Context: an optimization exercise on an open-source flow, tuned for small area, a short achievable clock period and few clock cycles per item. The choices shown serve that exercise and are no tape-out recipe.
Function was checked by simulation only, so behaviour that the tests miss may differ from the original.
Power figures rest on the tool's default switching activity, not on a simulated workload.

==> flow/design.v <==
`timescale 1ns/1ps
`default_nettype none
package isa_pkg;
    typedef logic [4:0] reg_idx_t;
    typedef struct packed {
        logic [5:0] opcode;
        reg_idx_t   rs;
        reg_idx_t   rt;
        reg_idx_t   rd;
        logic [4:0] shamt;
        logic [5:0] funct;
    } rtype_t;
    typedef struct packed {
        logic [5:0]  opcode;
        reg_idx_t    rs;
        reg_idx_t    rt;
        logic [15:0] imm;
    } itype_t;
    typedef struct packed {
        logic [5:0]  opcode;
        logic [25:0] target;
    } jtype_t;
    typedef enum logic [5:0] {
        OP_RTYPE = 6'h00,
        OP_J     = 6'h02,
        OP_BEQ   = 6'h04,
        OP_BNE   = 6'h05,
        OP_ADDIU = 6'h09,
        OP_LUI   = 6'h0f,
        OP_LW    = 6'h23,
        OP_SW    = 6'h2b
    } opcode_e;
    typedef enum logic [5:0] {
        FN_ADDU = 6'h21,
        FN_SUBU = 6'h23,
        FN_AND  = 6'h24,
        FN_OR   = 6'h25,
        FN_SLT  = 6'h2a
    } funct_e;
    typedef enum logic [2:0] {
        ALU_ADD,
        ALU_SUB,
        ALU_AND,
        ALU_OR,
        ALU_SLT,
        ALU_LUI
    } alu_op_e;
    typedef struct packed {
        logic    regwrite;
        logic    memread;
        logic    memwrite;
        logic    alusrc_imm;
        logic    regdst_rd;
        alu_op_e alu_op;
        logic    is_branch;
        logic    branch_ne;
        logic    is_jump;
    } ctrl_word;
endpackage
`default_nettype wire
`timescale 1ns/1ps
`default_nettype none
module add32 (
    input  logic [31:0] x,
    input  logic [31:0] y,
    input  logic        ci,
    output logic [31:0] s,
    output logic        c31
);
    logic [32:0] p, k, pn, kn;
    always_comb begin
        p = {x ^ y, 1'b0};
        k = {x, ci};
        for (int d = 1; d < 33; d = d * 2) begin
            pn = p;
            kn = k;
            for (int i = d; i < 33; i++) begin
                kn[i] = p[i] ? k[i-d] : k[i];
                pn[i] = p[i] & p[i-d];
            end
            p = pn;
            k = kn;
        end
        s = (x ^ y) ^ k[31:0];
        c31 = k[31];
    end
endmodule
module eq32 (
    input  logic [31:0] x,
    input  logic [31:0] y,
    output logic        eq
);
    assign eq = (x == y);
endmodule
`default_nettype wire
`timescale 1ns/1ps
`default_nettype none
module datapath (
    input  logic               clk,
    input  logic               rst_n,
    input  logic [32-1:0] instr,
    input  logic [32-1:0] data_rdata,
    output logic [32-1:0] pc,
    output logic               data_req,
    output logic               data_wr,
    output logic [32-1:0] data_addr,
    output logic [32-1:0] data_wdata,
    output logic [32-1:0] debug_wb_pc,
    output logic               debug_rf_wen,
    output logic [4:0]         debug_rf_wnum,
    output logic [32-1:0] debug_rf_wdata
);
    logic [31:2] pc_q;
    logic [31:0] x_a, x_b, x_sd;
    logic [25:0] x_ins;
    logic [31:2] x_pc;
    logic [4:0]  x_dst;
    logic        x_wr, x_ldw, x_ld, x_st, x_beq, x_bne, x_j;
    logic        x_sub, x_s_add, x_s_and, x_s_or, x_s_slt;
    logic        x_am, x_bm, x_sm;
    logic [31:0] m_res, m_sd;
    logic [31:2] m_pc;
    logic [4:0]  m_dst;
    logic        m_wr, m_ld, m_st, m_req;
    logic [31:0] w_data;
    logic [31:2] w_pc;
    logic [4:0]  w_dst;
    logic        w_wen;
    logic [31:0] m_val;
    assign m_val = m_ld ? data_rdata : m_res;
    assign data_req   = m_req;
    assign data_wr    = m_st;
    assign data_addr  = m_res;
    assign data_wdata = m_sd;
    logic [5:0]  op, fn;
    logic [4:0]  rs, rt, rd, dst;
    logic        is_r, r_ok, d_addiu, d_lui, d_lw, d_sw, d_beq, d_bne, d_j;
    logic        f_fn_add, f_fn_sub, f_fn_and, f_fn_or, f_fn_slt;
    logic        d_wr, use_a, use_b, d_imm;
    logic        a_in_x, b_in_x, s_in_x, byp_a, byp_b, ld_use;
    logic [31:0] rf_a, rf_b, rd_a, rd_b, f_a, f_b;
    assign op = instr[31:26];
    assign fn = instr[5:0];
    assign rs = instr[25:21];
    assign rt = instr[20:16];
    assign rd = instr[15:11];
    assign is_r     = (op == 6'h00);
    assign f_fn_add = is_r && (fn == 6'h21);
    assign f_fn_sub = is_r && (fn == 6'h23);
    assign f_fn_and = is_r && (fn == 6'h24);
    assign f_fn_or  = is_r && (fn == 6'h25);
    assign f_fn_slt = is_r && (fn == 6'h2a);
    assign r_ok     = f_fn_add | f_fn_sub | f_fn_and | f_fn_or | f_fn_slt;
    assign d_addiu  = (op == 6'h09);
    assign d_lui    = (op == 6'h0f);
    assign d_lw     = (op == 6'h23);
    assign d_sw     = (op == 6'h2b);
    assign d_beq    = (op == 6'h04);
    assign d_bne    = (op == 6'h05);
    assign d_j      = (op == 6'h02);
    assign dst   = is_r ? rd : rt;
    assign d_wr  = (r_ok | d_addiu | d_lui | d_lw) && (dst != 5'd0);
    assign use_a = r_ok | d_addiu | d_lw | d_sw | d_beq | d_bne;
    assign use_b = r_ok | d_beq | d_bne;
    assign d_imm = d_addiu | d_lw | d_sw;
    logic [31:0] regs [1:31];
    always_ff @(posedge clk) begin
        if (m_wr && m_dst != 5'd0) begin
            regs[m_dst] <= m_val;
        end
    end
    always_comb begin
        rf_a = '0;
        rf_b = '0;
        for (int i = 1; i < 32; i++) begin
            rf_a = rf_a | ({32{rs == 5'(i)}} & regs[i]);
            rf_b = rf_b | ({32{rt == 5'(i)}} & regs[i]);
        end
    end
    assign byp_a = m_wr && (m_dst == rs);
    assign byp_b = m_wr && (m_dst == rt);
    assign rd_a  = byp_a ? m_val : rf_a;
    assign rd_b  = byp_b ? m_val : rf_b;
    assign f_a = {32{!d_lui}} & rd_a;
    assign f_b = ({32{d_imm}} & {{16{instr[15]}}, instr[15:0]})
               | ({32{d_lui}} & {instr[15:0], 16'd0})
               | ({32{!(d_imm | d_lui)}} & rd_b);
    assign a_in_x = use_a && x_wr && (x_dst == rs);
    assign b_in_x = use_b && x_wr && (x_dst == rt);
    assign s_in_x = d_sw  && x_wr && (x_dst == rt);
    assign ld_use = x_ldw && ((~d_j && ~d_lui && x_dst == rs) ||
                              ((is_r | d_beq | d_bne) && x_dst == rt));
    logic [31:0] a, bs, sd, sum, lres, res;
    logic        c31, slt, eq, eq_rr, eq_mr, eq_rm, go;
    logic [31:2] pc_inc, pc_br, pc_jmp, pc_tk, pc_nt, pc_nxt;
    assign a  = x_am ? m_res : x_a;
    assign sd = x_sm ? m_val : x_sd;
    assign bs  = x_bm ? (m_res ^ {32{x_sub}}) : (x_b ^ {32{x_sub}});
    add32 u_add (.x(a), .y(bs), .ci(x_sub), .s(sum), .c31(c31));
    assign slt = (a[31] == bs[31]) ? a[31] : ~c31;
    assign lres = ({32{x_s_and}} & (a & bs))
                | ({32{x_s_or}}  & (a | bs))
                | ({32{x_s_slt}} & {31'd0, slt});
    assign res  = ({32{x_s_add}} & sum) | lres;
    eq32 u_eq_rr (.x(x_a),   .y(x_b),   .eq(eq_rr));
    eq32 u_eq_mr (.x(m_res), .y(x_b),   .eq(eq_mr));
    eq32 u_eq_rm (.x(x_a),   .y(m_res), .eq(eq_rm));
    assign eq    = x_am ? (x_bm | eq_mr) : (x_bm ? eq_rm : eq_rr);
    assign go     = rst_n & (x_j | (x_beq & eq) | (x_bne & ~eq));
    assign pc_inc = pc_q + 30'd1;
    assign pc_br  = pc_q + {{14{x_ins[15]}}, x_ins[15:0]};
    assign pc_jmp = {pc_q[31:28], x_ins[25:0]};
    assign pc_tk  = x_j ? pc_jmp : pc_br;
    assign pc_nt  = {30{rst_n}} & (ld_use ? pc_q : pc_inc);
    assign pc_nxt = go ? pc_tk : pc_nt;
    always_ff @(posedge clk) begin
        if (!rst_n) begin
            x_wr    <= 1'b0;
            x_ldw   <= 1'b0;
            x_ld    <= 1'b0;
            x_st    <= 1'b0;
            x_beq   <= 1'b0;
            x_bne   <= 1'b0;
            x_j     <= 1'b0;
            m_wr    <= 1'b0;
            m_ld    <= 1'b0;
            m_st    <= 1'b0;
            m_req   <= 1'b0;
            w_wen   <= 1'b0;
        end else begin
            x_wr    <= d_wr & ~ld_use;
            x_ldw   <= d_lw & d_wr & ~ld_use;
            x_ld    <= d_lw & ~ld_use;
            x_st    <= d_sw & ~ld_use;
            x_beq   <= d_beq & ~ld_use;
            x_bne   <= d_bne & ~ld_use;
            x_j     <= d_j & ~ld_use;
            m_wr    <= x_wr;
            m_ld    <= x_ld;
            m_st    <= x_st;
            m_req   <= x_ld | x_st;
            w_wen   <= m_wr;
        end
    end
    always_ff @(posedge clk) begin
        pc_q    <= pc_nxt;
        x_a     <= f_a;
        x_b     <= f_b;
        x_sd    <= rd_b;
        x_ins   <= instr[25:0];
        x_pc    <= pc_q;
        x_dst   <= dst;
        x_sub   <= f_fn_sub | f_fn_slt;
        x_s_add <= f_fn_add | f_fn_sub | d_addiu | d_lw | d_sw | d_lui;
        x_s_and <= f_fn_and;
        x_s_or  <= f_fn_or;
        x_s_slt <= f_fn_slt;
        x_am    <= a_in_x;
        x_bm    <= b_in_x;
        x_sm    <= s_in_x;
        m_res   <= res;
        m_sd    <= sd;
        m_pc    <= x_pc;
        m_dst   <= x_dst;
        w_data  <= m_val;
        w_pc    <= m_pc;
        w_dst   <= m_dst;
    end
    assign pc             = {pc_q, 2'b00};
    assign debug_wb_pc    = {w_pc, 2'b00};
    assign debug_rf_wen   = w_wen;
    assign debug_rf_wnum  = w_dst;
    assign debug_rf_wdata = w_data;
endmodule
`default_nettype wire
clock: 8.5 ns
lec_check: 0
cap_margin: 20
core_margin: 2
core_utilization: 45
slew_margin: 20
synth_hierarchical: 1
synth_minimum_keep_size: 0
standard.sh (not shown) runs the stock make flow with config.mk's settings and CLKGATE_MAP_FILE= SYNTH_SCRIPT=/design/flow/synth_recipe.tcl, a recipe that flattens the netlist after the stock synthesis.
==> flow/flow/run.sh <==
#!/bin/bash
set -euo pipefail
bash standard.sh \
  "BUFFER_PORTS_ARGS=-buffer_cell sky130_fd_sc_hd__buf_2" \
  "CTS_ARGS=-sink_clustering_enable -repair_clock_nets -dont_use_dummy_load" \
  "SETUP_SLACK_MARGIN=5.5" \
  "TNS_END_PERCENT=0" \
  finish > make_finish.log 2>&1
Testbench counts at the start, summed over its fixed seeds: cycles 14,548, instrs 14,185.
Edit:
==> flow/flow/run.sh (replaced) <==
#!/bin/bash
set -euo pipefail
bash standard.sh \
  "BUFFER_PORTS_ARGS=-buffer_cell sky130_fd_sc_hd__buf_2" \
  "CTS_ARGS=-sink_clustering_enable -repair_clock_nets -dont_use_dummy_load -sink_clustering_size 30 -sink_clustering_max_diameter 80" \
  "SETUP_SLACK_MARGIN=5.7" \
  "TNS_END_PERCENT=0" \
  finish > make_finish.log 2>&1
After rerunning:
- via count decreases by 1.3%
- routed wire length decreases by 0.49%
- first-iteration DRC count decreases by 2.0%
- power decreases by 12%
- sequential cell count does not change
- area after synthesis stays the same
Edit:
==> flow/flow/run.sh (replaced) <==
#!/bin/bash
set -euo pipefail
bash standard.sh \
  "BUFFER_PORTS_ARGS=-buffer_cell sky130_fd_sc_hd__buf_2" \
  "CTS_ARGS=-sink_clustering_enable -repair_clock_nets -dont_use_dummy_load -sink_clustering_size 30 -sink_clustering_max_diameter 80" \
  "SETUP_SLACK_MARGIN=5.5" \
  "TNS_END_PERCENT=0" \
  finish > make_finish.log 2>&1
The changed run went through all stages and came out clean.
Routed wire length does not change.
Clock-buffer cell count stays the same.
Total power is unchanged.
Register-to-register slack hardly moves.

-- what the ideal ports hide --
How much do the figures lean on ideal ports? The routed layouts below were timed once more, with nothing changed but the port constraints.
Step 1, drivers: a clkbuf_16 drives clk and a buf_2 each remaining input, both assumed.
Step 2, shift: input delay + t, output delay - t, t = (earliest + latest rising clock arrival at the registers) / 2. This alone moves slack from input paths to output paths.
Slacks: ideal / step 1 / step 2; pairs: ideal / step 1.
| run | shift t [ns] | slack for setup (ns) | clock arrival spread, ns | slew at the worst register clock pin (ns) | worst slew at a driven data input, ns |
|---|---|---|---|---|---|
| the first run | 0.855 | 4.993 / 5.011 / 4.156 | 0.080 / 0.079 | 0.07 / 0.07 | 0.16 |
| the second run | 0.775 | 4.951 / 4.935 / 4.160 | 0.122 / 0.123 | 0.12 / 0.12 | 0.17 |
| the third run | 0.775 | 4.951 / 4.935 / 4.160 | 0.122 / 0.123 | 0.12 / 0.12 | 0.17 |
After both steps every run listed still meets setup and hold. For the first run, which loses most, drivers alone change the setup slack by +0.018 ns; drivers and shift together by -0.837 ns.
